This design comes from an exercise in tuning for small area and a short achievable clock period on the open sky130 flow, not from production work. At most, simulation tests tie the RTL to the original design; equivalence was not proved. Power is estimated from default activity; no workload was simulated.

// dsconv_top
module dsconv_top (
    input  wire        clk,
    input  wire        rst,
    input  wire        start,
    input  wire [47:0] input_pixels,         
    output wire [6:0]  input_pixel_addr,
    output wire [11:0] output_pixel,
    output wire [6:0]  output_pixel_addr,
    output wire [1:0]  output_filter,
    output wire        ready,
    output wire        done
);
For scale: ~3700 cells after synthesis, ~2000 flip-flops, ~81 I/O pins, ~0.073 sq mm of cells after synthesis.
==> flow/config.mk <==
export PLATFORM = sky130hd
export DESIGN_NAME = dsconv_top
export DESIGN_NICKNAME = dsconv_top
export VERILOG_FILES = /design/flow/design.v
export SDC_FILE = /design/flow/constraint.sdc
export NUM_CORES = 4
export LEC_CHECK = 0
export CAP_MARGIN = 20
export CORE_MARGIN = 2
export CORE_UTILIZATION = 58
export CTS_CLUSTER_DIAMETER = 100
export CTS_CLUSTER_SIZE = 30
export SLEW_MARGIN = 20
export SYNTH_HIERARCHICAL = 1
export SYNTH_MINIMUM_KEEP_SIZE = 0
==> flow/constraint.sdc <==
create_clock -name core_clock -period 11.0 [get_ports {clk}]
set_input_delay 2.2000 -clock core_clock [delete_from_list [all_inputs] [get_ports {clk}]]
set_output_delay 2.2000 -clock core_clock [all_outputs]
set_load 0.01 [all_outputs]
standard.sh (not shown) runs the stock make flow with config.mk's settings and CLKGATE_MAP_FILE= SYNTH_SCRIPT=/design/flow/synth_recipe.tcl, a recipe that flattens the netlist after the stock synthesis.
==> flow/flow/run.sh <==
#!/bin/bash
# The standard layout (the standard.sh: standard synthesis and the ORFS
# steps), with two changes to how it optimises, not to what it is given:
#  - repair_timing aims for 7.7 ns of setup slack at the 11 ns clock, so that
#    paths are sped up well below the clock period;
#  - the input and output port buffers are buf_2 cells, not the delay cells
#    buffer_ports would pick.
set -euo pipefail
bash standard.sh SETUP_SLACK_MARGIN=7.7 "BUFFER_PORTS_ARGS=-buffer_cell sky130_fd_sc_hd__buf_2" finish > standard.log 2>&1
Change:
Settings changed: CORE_UTILIZATION 58 to 65, GPL_TIMING_DRIVEN set to 0.
=>
- global-route usage rose by 2.2 points
- clock power fell by about 5%
- cell area rose by 0.55%
- area after synthesis is unchanged
- setup slack gains 0.083 ns
- total power rose by 0.39%
- via count rose by 1.8%
- routed wire length rose by 0.98%
- clock-buffer cell count fell by 1
- non-clock buffer count rose by 57
Change:
Settings changed: CTS_BUF_LIST set to sky130_fd_sc_hd__clkbuf_8, CTS_CLUSTER_DIAMETER 100 to 60, CTS_CLUSTER_SIZE 30 to 20, GPL_TIMING_DRIVEN 0 to not set.
Effect:
- die area stays the same
- final cell count climbs by 1.2%
- design area hardly moves
- combinational power came out lower by 5.1%
- clock power is higher by 11%
- via count rose by 0.40%
- core utilization is about the same
- worst setup slack degrades by 0.15 ns
- total power is higher by 1.1%
Change:
Settings changed: CTS_BUF_LIST sky130_fd_sc_hd__clkbuf_8 to not set, CTS_CLUSTER_DIAMETER 60 to 100, CTS_CLUSTER_SIZE 20 to 30.
Effect: The new run went through all stages and came out clean; cell area drops by 0.81%; wire length drops by about 0.66%; non-clock buffer count falls by 1; total power falls by 1.7%.

========
dsconv_top, a different RTL version from the one above (not shown whole).
Size in the first run: roughly 4000 cells after synthesis, about 2000 flip-flops, about 81 I/O pins, ~74000 um^2 of cells after synthesis.
// dsconv_top
module dsconv_top (
    input  wire        clk,
    input  wire        rst,
    input  wire        start,
    input  wire [47:0] input_pixels,         
    output wire [6:0]  input_pixel_addr,
    output wire [11:0] output_pixel,
    output wire [6:0]  output_pixel_addr,
    output wire [1:0]  output_filter,
    output wire        ready,
    output wire        done
);
clock: 11.0 ns
lec_check: 0
cap_margin: 20
core_margin: 2
core_utilization: 65
cts_cluster_diameter: 100
cts_cluster_size: 30
slew_margin: 20
run.sh (not shown) runs the stock make flow with config.mk's settings and CLKGATE_MAP_FILE= SYNTH_SCRIPT=/design/flow/synth_recipe.tcl, a recipe that flattens the netlist after the stock synthesis.
Stock flow here: none of the scripts above is used.
Edit:
==> flow/flow/run.sh (new file) <==
#!/bin/bash
# The standard layout (the standard.sh: standard synthesis and the ORFS
# steps), with two changes to how it optimises, not to what it is given:
#  - repair_timing aims for 7.4 ns of setup slack at the 11 ns clock, so that
#    paths are sped up well below the clock period;
#  - the input and output port buffers are buf_2 cells, not the delay cells
#    buffer_ports would pick.
set -euo pipefail
bash standard.sh SETUP_SLACK_MARGIN=7.4 "BUFFER_PORTS_ARGS=-buffer_cell sky130_fd_sc_hd__buf_2" finish > standard.log 2>&1
==> flow/standard.sh (new file) <==
#!/bin/bash
# synth_recipe.tcl (not shown) runs the flow's synth.tcl, then flattens the netlist and writes it again
# the make line also repeats each setting of config.mk as NAME=value (left out here)
make -C /OpenROAD-flow-scripts/flow DESIGN_CONFIG=/design/flow/config.mk WORK_HOME=/design/flow/orfs CLKGATE_MAP_FILE= SYNTH_SCRIPT=/design/flow/synth_recipe.tcl "${@:-finish}"
--- a/flow/config.mk
+++ b/flow/config.mk
@@ -9,5 +9,3 @@
 export CORE_MARGIN = 2
 export CORE_UTILIZATION = 65
-export CTS_CLUSTER_DIAMETER = 100
-export CTS_CLUSTER_SIZE = 30
 export SLEW_MARGIN = 20
removed: flow/run.sh
Outcome: Wire length increases by 12%. Critical path depth fell by 9. Final cell count went up by 3.8%.
Edit:
==> flow/run.sh (new file) <==
#!/bin/bash
# synth_recipe.tcl (not shown) runs the flow's synth.tcl, then flattens the netlist and writes it again
# the make line also repeats each setting of config.mk as NAME=value (left out here)
make -C /OpenROAD-flow-scripts/flow DESIGN_CONFIG=/design/flow/config.mk WORK_HOME=/design/flow/orfs CLKGATE_MAP_FILE= SYNTH_SCRIPT=/design/flow/synth_recipe.tcl finish
--- a/flow/config.mk
+++ b/flow/config.mk
@@ -8,4 +8,4 @@
 export CAP_MARGIN = 20
 export CORE_MARGIN = 2
-export CORE_UTILIZATION = 65
+export CORE_UTILIZATION = 40
 export SLEW_MARGIN = 20
removed: flow/flow/run.sh
removed: flow/standard.sh
Sequential cell count does not change.
First-iteration DRC count climbs by 19%.
Count of clock-buffer cells in the layout shrinks by 4.
Power rose by 3.8%.
Die area rose by 62%.
Synthesized cell count does not change.
Edit:
--- a/flow/config.mk
+++ b/flow/config.mk
@@ -8,4 +8,5 @@
 export CAP_MARGIN = 20
 export CORE_MARGIN = 2
-export CORE_UTILIZATION = 40
+export CORE_UTILIZATION = 65
+export CTS_BUF_LIST = sky130_fd_sc_hd__clkbuf_8
 export SLEW_MARGIN = 20
After rerunning: Synthesized cell count stays the same. Clock skew barely changes. Via count rose slightly. First-iteration DRC count fell by roughly a tenth. Setup slack got worse by 0.095 ns. Combinational power barely changes. Global-route usage rose by 6.7 points. Wire length fell by a few percent. Worst hold slack got worse by 0.0095 ns.
Edit:
==> flow/flow/run.sh (new file) <==
#!/bin/bash
# The standard layout (the standard.sh: standard synthesis and the ORFS
# steps), with two changes to how it optimises, not to what it is given:
#  - repair_timing aims for 7.4 ns of setup slack at the 11 ns clock, so that
#    paths are sped up well below the clock period;
#  - the input and output port buffers are buf_2 cells, not the delay cells
#    buffer_ports would pick.
set -euo pipefail
bash standard.sh SETUP_SLACK_MARGIN=7.4 "BUFFER_PORTS_ARGS=-buffer_cell sky130_fd_sc_hd__buf_2" finish > standard.log 2>&1
==> flow/standard.sh (new file) <==
#!/bin/bash
# synth_recipe.tcl (not shown) runs the flow's synth.tcl, then flattens the netlist and writes it again
# the make line also repeats each setting of config.mk as NAME=value (left out here)
make -C /OpenROAD-flow-scripts/flow DESIGN_CONFIG=/design/flow/config.mk WORK_HOME=/design/flow/orfs CLKGATE_MAP_FILE= SYNTH_SCRIPT=/design/flow/synth_recipe.tcl "${@:-finish}"
--- a/flow/config.mk
+++ b/flow/config.mk
@@ -9,4 +9,5 @@
 export CORE_MARGIN = 2
 export CORE_UTILIZATION = 65
-export CTS_BUF_LIST = sky130_fd_sc_hd__clkbuf_8
+export CTS_CLUSTER_DIAMETER = 70
+export CTS_CLUSTER_SIZE = 24
 export SLEW_MARGIN = 20
removed: flow/run.sh
What happened: Critical path depth is unchanged. Non-clock buffer count climbs by 10. Routed wire length rises by about 1.3%. Worst hold slack improves by 0.043 ns. Via count shrinks by 2.6%. Count of clock-buffer cells in the layout goes down by 183. Design area falls by about 3.3%. Synthesized cell count stays the same. Setup slack gets better by 0.70 ns. Global-route usage increases by 0.13 points. Sequential power hardly moves.
No functional check of the RTL was part of any run of this note.

port drivers added, routing unchanged:
Ports are ideal in the flow. The routed layouts listed here were re-timed in OpenROAD.
Step 1 assumes that a clkbuf_16 drives the clock port and a buf_2 every other input.
Step 2, shift: input delay + t, output delay - t, t = (earliest + latest rising clock arrival at the registers) / 2. This alone moves slack from input paths to output paths.
a / b / c = ideal / step 1 / step 2; a / b = the first two.
| run | shift t [ns] | slack for setup (ns) | cell pins on the clock port's net |
|---|---|---|---|
| the first run of note 1 | 0.752 | 7.596 / 7.529 / 7.429 | 1 |
| the second run of note 1 | 0.736 | 7.680 / 7.605 / 7.403 | 1 |
| the third run of note 1 | 0.883 | 7.526 / 7.458 / 7.394 | 1 |
| the fourth run of note 1 | 0.744 | 7.675 / 7.606 / 7.407 | 1 |
| the first run of note 2 | 0.745 | 6.923 / 6.923 / 6.923 | 1 |
| the second run of note 2 | 0.833 | 7.467 / 7.391 / 7.335 | 1 |
| the third run of note 2 | 0.876 | 6.886 / 6.849 / 6.886 | 1 |
| the fourth run of note 2 | 0.970 | 6.791 / 6.725 / 6.908 | 1 |
| the fifth run of note 2 | 0.768 | 7.488 / 7.416 / 7.358 | 1 |
After both steps every run listed still meets setup and hold. For the second run of note 1, which loses most, drivers alone change the setup slack by -0.075 ns; drivers and shift together by -0.277 ns.
